Context: an optimization exercise on an open-source flow, tuned for small area, a short achievable clock period and few clock cycles per item. The choices shown serve that exercise and are no tape-out recipe. Only simulation tests tie the RTL to the original design; equivalence was not proved. Power figures rest on the tool's default switching activity, not on a simulated workload.

Setup of run 1:
Design trade_record_varint_parser, start of the top module:
module trade_record_varint_parser (
  input  logic                clk_i,
  input  logic                rst_ni,
  input  logic                in_valid_i,
  output logic                in_stall_o,
  input  logic [8:0]          in_data_i,
  output logic                out_valid_o,
  input  logic                out_stall_i,
  output logic [430:0]        out_data_o,
  input  logic                psel,
  input  logic                penable,
  input  logic                pwrite,
  input  logic [2:0]          paddr,
  input  logic [31:0]         pwdata,
  output logic [31:0]         prdata,
  output logic                pready
);
clock: 10.0 ns
lec_check: 0
cap_margin: 20
core_margin: 2
core_utilization: 65
cts_cluster_diameter: 60
cts_cluster_size: 25
slew_margin: 20
standard.sh (not shown) runs the stock make flow with config.mk's settings and CLKGATE_MAP_FILE= SYNTH_SCRIPT=/design/flow/synth_recipe.tcl, a recipe that flattens the netlist after the stock synthesis.
==> flow/flow/run.sh <==
#!/bin/bash
set -euo pipefail
bash standard.sh \
  "BUFFER_PORTS_ARGS=-buffer_cell sky130_fd_sc_hd__buf_1" \
  SETUP_SLACK_MARGIN=6.9 \
  finish > flow_make.log 2>&1
Testbench counts of run 1, summed over its fixed seeds: cycles 19,190, bytes 19,095.
#### Input delta (run 2 over run 1)
# run 1
export LEC_CHECK = 0
export CAP_MARGIN = 20
export CORE_MARGIN = 2
export CORE_UTILIZATION = 65
export CTS_CLUSTER_DIAMETER = 60
export CTS_CLUSTER_SIZE = 25
export SLEW_MARGIN = 20
create_clock -name core_clock -period 10.0 [get_ports {clk_i}]
# run 2
export LEC_CHECK = 0
export CAP_MARGIN = 20
export CORE_MARGIN = 2
export CORE_UTILIZATION = 65
export CTS_CLUSTER_DIAMETER = 60
export CTS_CLUSTER_SIZE = 25
export SETUP_SLACK_MARGIN = 5
export SLEW_MARGIN = 20
create_clock -name core_clock -period 10.0 [get_ports {clk_i}]
==> flow/run.sh (new file) <==
#!/bin/bash
# synth_recipe.tcl (not shown) runs the flow's synth.tcl, then flattens the netlist and writes it again
# the make line also repeats each setting of config.mk as NAME=value (left out here)
make -C /OpenROAD-flow-scripts/flow DESIGN_CONFIG=/design/flow/config.mk WORK_HOME=/design/flow/orfs CLKGATE_MAP_FILE= SYNTH_SCRIPT=/design/flow/synth_recipe.tcl finish
removed: flow/flow/run.sh
removed: flow/standard.sh
Notes after the runs:
Going from run 1 to run 2, worst setup timing slack at the placement stage moved down, clock transition at the registers of the reported paths was more or less identical.
Taking run 1 as the reference, in run 2 met3 track demand over resource +1.6 points, non-clock buffer count went down by 220, power saw a decrease.
## Diff of input files: run 3 against run 2
# run 2
export LEC_CHECK = 0
export CAP_MARGIN = 20
export CORE_MARGIN = 2
export CORE_UTILIZATION = 65
export CTS_CLUSTER_DIAMETER = 60
export CTS_CLUSTER_SIZE = 25
export SETUP_SLACK_MARGIN = 5
export SLEW_MARGIN = 20
create_clock -name core_clock -period 10.0 [get_ports {clk_i}]
# run 3
export LEC_CHECK = 0
export CAP_MARGIN = 20
export CORE_MARGIN = 2
export CORE_UTILIZATION = 65
export CTS_CLUSTER_DIAMETER = 60
export CTS_CLUSTER_SIZE = 25
export SLEW_MARGIN = 20
create_clock -name core_clock -period 10.0 [get_ports {clk_i}]
==> flow/flow/run.sh (new file) <==
#!/bin/bash
set -euo pipefail
bash standard.sh \
  "BUFFER_PORTS_ARGS=-buffer_cell sky130_fd_sc_hd__buf_1" \
  SETUP_SLACK_MARGIN=6.6 \
  finish > flow_make.log 2>&1
==> flow/standard.sh (new file) <==
#!/bin/bash
# synth_recipe.tcl (not shown) runs the flow's synth.tcl, then flattens the netlist and writes it again
# the make line also repeats each setting of config.mk as NAME=value (left out here)
make -C /OpenROAD-flow-scripts/flow DESIGN_CONFIG=/design/flow/config.mk WORK_HOME=/design/flow/orfs CLKGATE_MAP_FILE= SYNTH_SCRIPT=/design/flow/synth_recipe.tcl "${@:-finish}"
removed: flow/run.sh
Findings:
Diff run 2 -> run 3 | via count | down by a few percent
In the flow results for run 3 and run 2, the final estimated routing congestion in global placement is larger on run 3.
Looking at routed wire length, run 3 sits below run 2.
Side by side, total stage count of the critical path turned out higher in run 3 than in run 2.
Clock buffer count for run 3: 15% up relative to run 2

========
== run A ==
trade_record_varint_parser, a different RTL version from the one above (not shown whole).
For scale: ~2100 cells after synthesis, about 540 flip-flops, ~520 I/O pins, about 25000 µm² of cells after synthesis.
Design trade_record_varint_parser, start of the top module:
module trade_record_varint_parser (
  input  logic                clk_i,
  input  logic                rst_ni,
  input  logic                in_valid_i,
  output logic                in_stall_o,
  input  logic [8:0]          in_data_i,
  output logic                out_valid_o,
  input  logic                out_stall_i,
  output logic [430:0]        out_data_o,
  input  logic                psel,
  input  logic                penable,
  input  logic                pwrite,
  input  logic [2:0]          paddr,
  input  logic [31:0]         pwdata,
  output logic [31:0]         prdata,
  output logic                pready
);
  localparam int MagW = trvp_pkg::MagW;
  localparam int PTLo = 0;
  localparam int PTHi = 1;
  localparam int PF0  = 2;    
  localparam int PF1  = 3;    
  localparam int PF2  = 4;    
  localparam int PF3  = 5;    
  localparam int PF4  = 6;    
  logic [15:0] rc_q, start_q, prd_q;
  ...
==> flow/config.mk <==
export PLATFORM = sky130hd
export DESIGN_NAME = trade_record_varint_parser
export DESIGN_NICKNAME = trade_record_varint_parser
export VERILOG_FILES = /design/flow/design.v
export SDC_FILE = /design/flow/constraint.sdc
export NUM_CORES = 4
export LEC_CHECK = 0
export CAP_MARGIN = 20
export CORE_MARGIN = 2
export CORE_UTILIZATION = 65
export CTS_CLUSTER_DIAMETER = 60
export CTS_CLUSTER_SIZE = 25
export SLEW_MARGIN = 20
==> flow/constraint.sdc <==
create_clock -name core_clock -period 10.0 [get_ports {clk_i}]
set_input_delay 2.0000 -clock core_clock [delete_from_list [all_inputs] [get_ports {clk_i}]]
set_output_delay 2.0000 -clock core_clock [all_outputs]
set_load 0.01 [all_outputs]
==> flow/flow/run.sh <==
#!/bin/bash
set -euo pipefail
bash standard.sh \
  "BUFFER_PORTS_ARGS=-buffer_cell sky130_fd_sc_hd__buf_1" \
  SETUP_SLACK_MARGIN=6.45 \
  finish > flow_make.log 2>&1
Testbench counts of run A, summed over its fixed seeds: cycles 19,190, bytes 19,095.
> inputs changed (run A -> run B)
-- flow/flow/run.sh --
<<< run A, line 5
  SETUP_SLACK_MARGIN=6.45 \
>>> run B, line 5
  SETUP_SLACK_MARGIN=6.6 \
==> summary.txt <==
- Diff run B..run A | met1 track utilization from global routing | negligible
- The total routing usage reported by global routing on run B is in line with that on run A.
- Sequential share of layout area in run B vs run A: down 0.38 points
- Compared with run A, in run B hold slack flat, part of the cycle the worst path needs down 1.2 points.
- The highest clock frequency the design can meet of run B exceeds that of run A by about 3.6%.
- ~same first-pass GRT wire length in run A and run B
- Combinational group share of total power came out higher on run B than on run A.
- For run B, the launch point of the worst path was acc_q[56], unlike run A, where it was ib_q[3].
- Summary: with run A as the reference, cell count in run B moved up slightly.
Changes in run C relative to run B:
# run B
export LEC_CHECK = 0
export CAP_MARGIN = 20
export CORE_MARGIN = 2
export CORE_UTILIZATION = 65
export CTS_CLUSTER_DIAMETER = 60
export CTS_CLUSTER_SIZE = 25
export SLEW_MARGIN = 20
create_clock -name core_clock -period 10.0 [get_ports {clk_i}]
# run C
export LEC_CHECK = 0
export CAP_MARGIN = 20
export CORE_MARGIN = 2
export CORE_UTILIZATION = 72
export CTS_CLUSTER_DIAMETER = 60
export CTS_CLUSTER_SIZE = 25
export SLEW_MARGIN = 20
create_clock -name core_clock -period 10.0 [get_ports {clk_i}]
### Flow results
Run C completed; timing, DRC and antenna clean. Aggregate routed wire length delta for run C relative to run B: about 1.7% higher. Relative to run B, the final cell area reported for run C is lower. On power consumption, run B loses to run C.
The following lists how run D was set up differently from run C:
# run C
export LEC_CHECK = 0
export CAP_MARGIN = 20
export CORE_MARGIN = 2
export CORE_UTILIZATION = 72
export CTS_CLUSTER_DIAMETER = 60
export CTS_CLUSTER_SIZE = 25
export SLEW_MARGIN = 20
create_clock -name core_clock -period 10.0 [get_ports {clk_i}]
# run D
export LEC_CHECK = 0
export CAP_MARGIN = 20
export CORE_MARGIN = 2
export CORE_UTILIZATION = 65
export CTS_CLUSTER_DIAMETER = 60
export CTS_CLUSTER_SIZE = 25
export SLEW_MARGIN = 20
create_clock -name core_clock -period 10.0 [get_ports {clk_i}]
-- flow/flow/run.sh --
<<< run C, line 5
  SETUP_SLACK_MARGIN=6.6 \
>>> run D, line 5
  SETUP_SLACK_MARGIN=6.3 \
Every stage of the flow completed for run D, and the final layout passed the timing, DRC and antenna checks.
Maximum frequency: run D vs run C down about 8%
Against run C, run D comes in 1.6 points lower on share of cells above drive strength 1.
Run D ends up with higher number of buffers created by CTS than run C does.
Run D: final area 190 µm² below run C
Run D: total stage count of the critical path is 8 higher than what run C reported.
When run D is set beside run C, its clock network area share turns out to be 0.36 points larger.
Run D ended with less total vias in the final route than run C.
The fraction of cell area in non-clock buffers in run D sits 0.87 points below the value recorded for run C.
Relative to run C, run D degrades die footprint.

==> re-timing with driven ports <==
The results above use ideal ports. As a check the final layouts listed here were re-extracted and re-timed, cells and wires unchanged. Step 1, drivers: a clkbuf_16 drives clk_i and a buf_2 each remaining input, both assumed. Step 2 also shifts input and output timing later by t, the mid clock arrival at the registers, as if the neighbouring blocks saw the same clock. a / b / c = no drivers / after step 1 / after step 2; a / b = the first two.
| run | t, ns | setup slack, ns | worst setup path after step 2 | slew at the worst register clock pin (ns) |
|---|---|---|---|---|
| run 1 | 0.633 | 6.603 / 6.603 / 6.335 | input to register | 0.10 / 0.10 |
| run 2 | 0.639 | 5.726 / 5.746 / 5.107 | input to register | 0.09 / 0.09 |
| run 3 | 0.626 | 6.652 / 6.618 / 6.155 | input to register | 0.10 / 0.10 |
| run A | 0.629 | 6.523 / 6.523 / 5.956 | input to register | 0.09 / 0.09 |
| run B | 0.631 | 6.645 / 6.589 / 6.132 | input to register | 0.09 / 0.09 |
| run C | 0.603 | 6.640 / 6.586 / 6.182 | input to register | 0.09 / 0.09 |
| run D | 0.628 | 6.361 / 6.361 / 5.944 | input to register | 0.09 / 0.09 |
After both steps every run listed still meets setup and hold. For run 2, which loses most, drivers alone change the setup slack by +0.020 ns; drivers and shift together by -0.619 ns.
